This is an optimization exercise on Yosys and OpenROAD, whose aim is small area, a short achievable clock period and few clock cycles per item, not a production implementation. Only simulation tests tie the RTL to the original design; equivalence was not proved. No activity file was given, so power comes from the tool's default toggle rates.

==> inputs of amber <==
Design flood_duplicate_filter_core, start of the top module:
module flood_duplicate_filter_core #(
	parameter int SEEN_DEPTH = fdf_pkg::SEEN_DEPTH_DEF,
	parameter int SEQ_BITS   = fdf_pkg::SEQ_BITS_DEF
) (
	input  wire logic                              clk,
	input  wire logic                              arst_n,
	input  wire logic                              cfg_we,
	input  wire logic [fdf_pkg::CFG_IDX_W-1:0]     cfg_index,
	input  wire logic [fdf_pkg::CFG_DATA_W-1:0]    cfg_wdata,
	input  wire logic                              start,
	input  wire logic [53:0]                       item,
	output logic                                   busy,
	output logic                                   result_valid,
	output logic [55:0]                            result
);
	fdf_pkg::fdf_in_t  item_s;
	fdf_pkg::fdf_out_t result_s;
	assign item_s = item;
	assign result = result_s;
	fdf_pkg::fdf_status_t status;
	fdf_pkg::fdf_cmd_t    cmd;
	fdf_ctrl u_ctrl (
		.status (status),
		.busy   (busy),
		.cmd    (cmd)
	);
	fdf_datapath #(
		.SEEN_DEPTH (SEEN_DEPTH),
		.SEQ_BITS   (SEQ_BITS)
	) u_datapath (
		.clk          (clk),
		.arst_n       (arst_n),
		.cfg_we       (cfg_we),
		.cfg_index    (cfg_index),
		.cfg_wdata    (cfg_wdata),
		.start        (start),
		.item         (item_s),
		.cmd          (cmd),
		.status       (status),
		.result_valid (result_valid),
		.result       (result_s)
	);
endmodule
==> module fdf_datapath, before the edit <==
module fdf_datapath #(
	parameter int SEEN_DEPTH = fdf_pkg::SEEN_DEPTH_DEF,
	parameter int SEQ_BITS   = fdf_pkg::SEQ_BITS_DEF
) (
	input  wire logic                              clk,
	input  wire logic                              arst_n,
	input  wire logic                              cfg_we,
	input  wire logic [fdf_pkg::CFG_IDX_W-1:0]     cfg_index,
	input  wire logic [fdf_pkg::CFG_DATA_W-1:0]    cfg_wdata,
	input  wire logic                              start,
	input  wire fdf_pkg::fdf_in_t                  item,
	input  wire fdf_pkg::fdf_cmd_t                 cmd,
	output fdf_pkg::fdf_status_t                   status,
	output logic                                   result_valid,
	output fdf_pkg::fdf_out_t                      result
);
	localparam int CW = $clog2(SEEN_DEPTH + 1);
	logic [fdf_pkg::ID_W-1:0]   node_id_q;
	logic [fdf_pkg::MASK_W-1:0] neighbor_q;
	logic                       neighbor_set_q;
	logic                       v1_q;
	fdf_pkg::fdf_in_t           it1_q;
	logic [SEQ_BITS-1:0]        seq1;
	logic                       v2_q;
	logic                       nb2_q;
	logic [SEEN_DEPTH-1:0]      match2_q;
	logic [SEQ_BITS-1:0]        seq2_q;
	logic [fdf_pkg::DATA_W-1:0] data2_q;
	logic                       v3_q;
	logic                       nb3_q;
	logic                       hit3_q;
	logic [SEQ_BITS-1:0]        seq3_q;
	logic [fdf_pkg::DATA_W-1:0] data3_q;
	logic [SEQ_BITS-1:0]   seen_q [SEEN_DEPTH];
	logic [CW-1:0]         fill_q;
	logic [SEEN_DEPTH-1:0] match1;
	logic                  same13;
	logic                  same23;
	logic                  hit_keep;
	logic                  hit_shift;
	logic [SEQ_BITS-1:0]   own_next_q;
	logic                  res_valid_q;
	fdf_pkg::fdf_verdict_t res_verdict_q;
	logic [SEQ_BITS-1:0]   res_seq_q;
	logic [fdf_pkg::DATA_W-1:0] res_data_q;
	logic fwd;
	assign seq1 = SEQ_BITS'(it1_q.seq_in);
	assign fwd  = cmd.record;
	always_comb begin
		for (int e = 0; e < SEEN_DEPTH; e++) begin
			match1[e] = (seen_q[e] == seq1) && (fill_q > CW'(e));
		end
	end
	assign same13 = (seq3_q == seq1);
	assign same23    = (seq3_q == seq2_q);
	assign hit_keep  = |match2_q;
	assign hit_shift = (|match2_q[SEEN_DEPTH-2:0]) | same23;
	assign status.valid    = v3_q;
	assign status.neighbor = nb3_q;
	assign status.hit      = hit3_q;
	always_ff @(posedge clk or negedge arst_n) begin
		if (!arst_n) begin
			node_id_q      <= '0;
			neighbor_set_q <= 1'b0;
		end else if (cfg_we) begin
			unique case (cfg_index)
				fdf_pkg::CFG_NODE_ID:       node_id_q      <= cfg_wdata[fdf_pkg::ID_W-1:0];
				fdf_pkg::CFG_NEIGHBOR_MASK: neighbor_set_q <= 1'b1;
				default: ;
			endcase
		end
	end
	always_ff @(posedge clk) begin
		if (cfg_we && cfg_index == fdf_pkg::CFG_NEIGHBOR_MASK) begin
			neighbor_q <= cfg_wdata;
		end
	end
	always_ff @(posedge clk or negedge arst_n) begin
		if (!arst_n) begin
			v1_q       <= 1'b0;
			v2_q       <= 1'b0;
			v3_q       <= 1'b0;
			res_valid_q <= 1'b0;
			fill_q     <= '0;
			own_next_q <= SEQ_BITS'(1);
		end else begin
			v1_q <= start;
			v2_q <= v1_q;
			v3_q <= v2_q;
			res_valid_q <= v3_q;
			if (fwd) begin
				own_next_q <= own_next_q + SEQ_BITS'(1);
				if (fill_q != CW'(SEEN_DEPTH)) begin
					fill_q <= fill_q + CW'(1);
				end
			end
		end
	end
	always_ff @(posedge clk) begin
		it1_q   <= item;
		nb2_q    <= neighbor_set_q & neighbor_q[it1_q.sender_id];
		match2_q <= fwd ? {match1[SEEN_DEPTH-2:0], same13} : match1;
		seq2_q   <= seq1;
		data2_q  <= it1_q.payload_in;
		nb3_q    <= nb2_q;
		hit3_q   <= fwd ? hit_shift : hit_keep;
		seq3_q   <= seq2_q;
		data3_q  <= data2_q;
	end
	always_ff @(posedge clk) begin
		if (fwd) begin
			seen_q[0] <= seq3_q;
			for (int e = 1; e < SEEN_DEPTH; e++) begin
				seen_q[e] <= seen_q[e-1];
			end
		end
	end
	always_ff @(posedge clk) begin
		res_verdict_q <= cmd.verdict;
		res_seq_q     <= (cmd.verdict == fdf_pkg::VERDICT_FORWARD) ? own_next_q : '0;
		res_data_q    <= (cmd.verdict == fdf_pkg::VERDICT_FORWARD) ? data3_q : '0;
	end
	assign result_valid     = res_valid_q;
	assign result.verdict   = res_verdict_q;
	assign result.fwd_id    = node_id_q;
	assign result.fwd_seq   = res_seq_q;
	assign result.fwd_data  = res_data_q;
endmodule
Settings: LEC_CHECK=0, CAP_MARGIN=20, CORE_MARGIN=2, CORE_UTILIZATION=55, PLACE_DENSITY=0.65, SETUP_SLACK_MARGIN=2.5, SLEW_MARGIN=20, TNS_END_PERCENT=0; clock period 4.5 ns.
run.sh (not shown) runs the stock make flow with config.mk's settings and CLKGATE_MAP_FILE= SYNTH_SCRIPT=/design/flow/synth_recipe.tcl, a recipe that flattens the netlist after the stock synthesis.
==> inputs of xenon, as changes to amber <==
--- a/flow/design.v
+++ b/flow/design.v
@@ -76,16 +76,18 @@
 	output logic                                   result_valid,
 	output fdf_pkg::fdf_out_t                      result
 );
-	localparam int CW = $clog2(SEEN_DEPTH + 1);
+	localparam int NB = SEEN_DEPTH / 8;
+	localparam int NP = (SEEN_DEPTH - 2) / 2;
 	logic [fdf_pkg::ID_W-1:0]   node_id_q;
 	logic [fdf_pkg::MASK_W-1:0] neighbor_q;
 	logic                       neighbor_set_q;
-	logic                       v1_q;
-	fdf_pkg::fdf_in_t           it1_q;
 	logic [SEQ_BITS-1:0]        seq1;
 	logic                       v2_q;
 	logic                       nb2_q;
-	logic [SEEN_DEPTH-1:0]      match2_q;
+	logic [NP-1:0]              pair2_q;
+	logic [1:0]                 top2_q;
+	logic                       same2_q;
+	logic                       shift2_q;
 	logic [SEQ_BITS-1:0]        seq2_q;
 	logic [fdf_pkg::DATA_W-1:0] data2_q;
 	logic                       v3_q;
@@ -94,8 +96,12 @@
 	logic [SEQ_BITS-1:0]        seq3_q;
 	logic [fdf_pkg::DATA_W-1:0] data3_q;
 	logic [SEQ_BITS-1:0]   seen_q [SEEN_DEPTH];
-	logic [CW-1:0]         fill_q;
+	logic [NB-1:0]         blk_full_q;
+	logic [6:0]            part_q;
+	logic [SEEN_DEPTH-1:0] valid;
 	logic [SEEN_DEPTH-1:0] match1;
+	logic [NP-1:0]         pair1;
+	logic                  hit_low;
 	logic                  same13;
 	logic                  same23;
 	logic                  hit_keep;
@@ -106,17 +112,27 @@
 	logic [SEQ_BITS-1:0]   res_seq_q;
 	logic [fdf_pkg::DATA_W-1:0] res_data_q;
 	logic fwd;
-	assign seq1 = SEQ_BITS'(it1_q.seq_in);
+	assign seq1 = SEQ_BITS'(item.seq_in);
 	assign fwd  = cmd.record;
 	always_comb begin
 		for (int e = 0; e < SEEN_DEPTH; e++) begin
-			match1[e] = (seen_q[e] == seq1) && (fill_q > CW'(e));
+			if (e < 8) begin
+				valid[e] = blk_full_q[0] | ((e % 8 == 7) ? 1'b0 : part_q[e % 8]);
+			end else begin
+				valid[e] = blk_full_q[e / 8] |
+					(blk_full_q[e / 8 - 1] & ((e % 8 == 7) ? 1'b0 : part_q[e % 8]));
+			end
+			match1[e] = (seen_q[e] == seq1) && valid[e];
+		end
+		for (int j = 0; j < NP; j++) begin
+			pair1[j] = match1[2*j] | match1[2*j+1];
 		end
 	end
 	assign same13 = (seq3_q == seq1);
 	assign same23    = (seq3_q == seq2_q);
-	assign hit_keep  = |match2_q;
-	assign hit_shift = (|match2_q[SEEN_DEPTH-2:0]) | same23;
+	assign hit_low   = |pair2_q;
+	assign hit_keep  = hit_low | top2_q[0] | (shift2_q ? same2_q : top2_q[1]);
+	assign hit_shift = hit_low | same23    | (shift2_q ? same2_q : top2_q[0]);
 	assign status.valid    = v3_q;
 	assign status.neighbor = nb3_q;
 	assign status.hit      = hit3_q;
@@ -139,31 +155,37 @@
 	end
 	always_ff @(posedge clk or negedge arst_n) begin
 		if (!arst_n) begin
-			v1_q       <= 1'b0;
 			v2_q       <= 1'b0;
 			v3_q       <= 1'b0;
 			res_valid_q <= 1'b0;
-			fill_q     <= '0;
+			blk_full_q <= '0;
+			part_q     <= '0;
 			own_next_q <= SEQ_BITS'(1);
 		end else begin
-			v1_q <= start;
-			v2_q <= v1_q;
+			v2_q <= start;
 			v3_q <= v2_q;
 			res_valid_q <= v3_q;
 			if (fwd) begin
 				own_next_q <= own_next_q + SEQ_BITS'(1);
-				if (fill_q != CW'(SEEN_DEPTH)) begin
-					fill_q <= fill_q + CW'(1);
+				if (!blk_full_q[NB-1]) begin
+					if (part_q[6]) begin
+						part_q     <= '0;
+						blk_full_q <= {blk_full_q[NB-2:0], 1'b1};
+					end else begin
+						part_q     <= {part_q[5:0], 1'b1};
+					end
 				end
 			end
 		end
 	end
 	always_ff @(posedge clk) begin
-		it1_q   <= item;
-		nb2_q    <= neighbor_set_q & neighbor_q[it1_q.sender_id];
-		match2_q <= fwd ? {match1[SEEN_DEPTH-2:0], same13} : match1;
+		nb2_q    <= neighbor_set_q & neighbor_q[item.sender_id];
+		pair2_q  <= pair1;
+		top2_q   <= match1[SEEN_DEPTH-1:SEEN_DEPTH-2];
+		same2_q  <= same13;
+		shift2_q <= fwd;
 		seq2_q   <= seq1;
-		data2_q  <= it1_q.payload_in;
+		data2_q  <= item.payload_in;
 		nb3_q    <= nb2_q;
 		hit3_q   <= fwd ? hit_shift : hit_keep;
 		seq3_q   <= seq2_q;
Settings changed: CORE_UTILIZATION 55 to 62, PLACE_DENSITY 0.65 to 0.7, TNS_END_PERCENT 0 to 25.
==> run summary <==
- Between amber and xenon, the lower fmax is in amber (gap 2.0%, measured against xenon).
- In xenon the power is lower than in amber, by 7.1%.
- Against xenon, the final cell count of amber is larger by 11%.
- In amber the clock skew is higher than in xenon, by 0.00083 ns.
- Between xenon and amber, the lower count of clock-buffer cells in the layout is in xenon (gap 1).
==> figures <==
metric                                                 amber        xenon
Outcome                     no timing/DRC/antenna violations  no timing/DRC/antenna violations
Die area                                          0.101 mm^2  0.0854 mm^2
Number of multi-input combinational cells               1829         1709
Worst clock skew                                   0.0256 ns    0.0248 ns
Synth Area in Compound Gates                           1.54%        1.03%
Drt first-iter violations                               3300         2503
Rel. slew slack                                        39.2%        27.0%
Wire length on met3                                  9580 um      8050 um
Delay of the slowest cell on the worst path          0.61 ns      0.39 ns
Initial core utilization                               55.3%        62.7%
Clock buffers created by TritonCTS                       143          136
Total of flip-flops plus latches after synthesis        1389         1313
Testbench counts of amber, summed over its fixed seeds: cycles 12,032, packets 12,000.
Testbench counts of xenon, summed over its fixed seeds: cycles 12,024, packets 12,000.

what the ideal ports hide:
The results above use ideal ports. As a check the final layouts listed here were re-extracted and re-timed, cells and wires unchanged.
Step 1 (the two cells are an assumption about what drives the block):
set clk [get_ports {clk}]
set_driving_cell -lib_cell sky130_fd_sc_hd__clkbuf_16 $clk
set_driving_cell -lib_cell sky130_fd_sc_hd__buf_2 [delete_from_list [all_inputs] $clk]
Step 2 moves the port delays by t, midway between the first and last clock arrival at a register: inputs arrive t later, outputs are due t later. That takes back most of the time a late clock gives input paths.
Three values: ideal ports, drivers, drivers and shift; two values: the first two.
| run | shift t [ns] | setup WS [ns] | clock arrival spread, ns | worst slew at a driven data input, ns |
|---|---|---|---|---|
| amber | 0.823 | 2.318 / 2.263 / 1.771 | 0.035 / 0.035 | 0.05 |
| xenon | 0.778 | 2.362 / 2.294 / 1.693 | 0.026 / 0.026 | 0.07 |
After both steps every run listed still meets setup and hold. For xenon, which loses most, drivers alone change the setup slack by -0.068 ns; drivers and shift together by -0.669 ns.
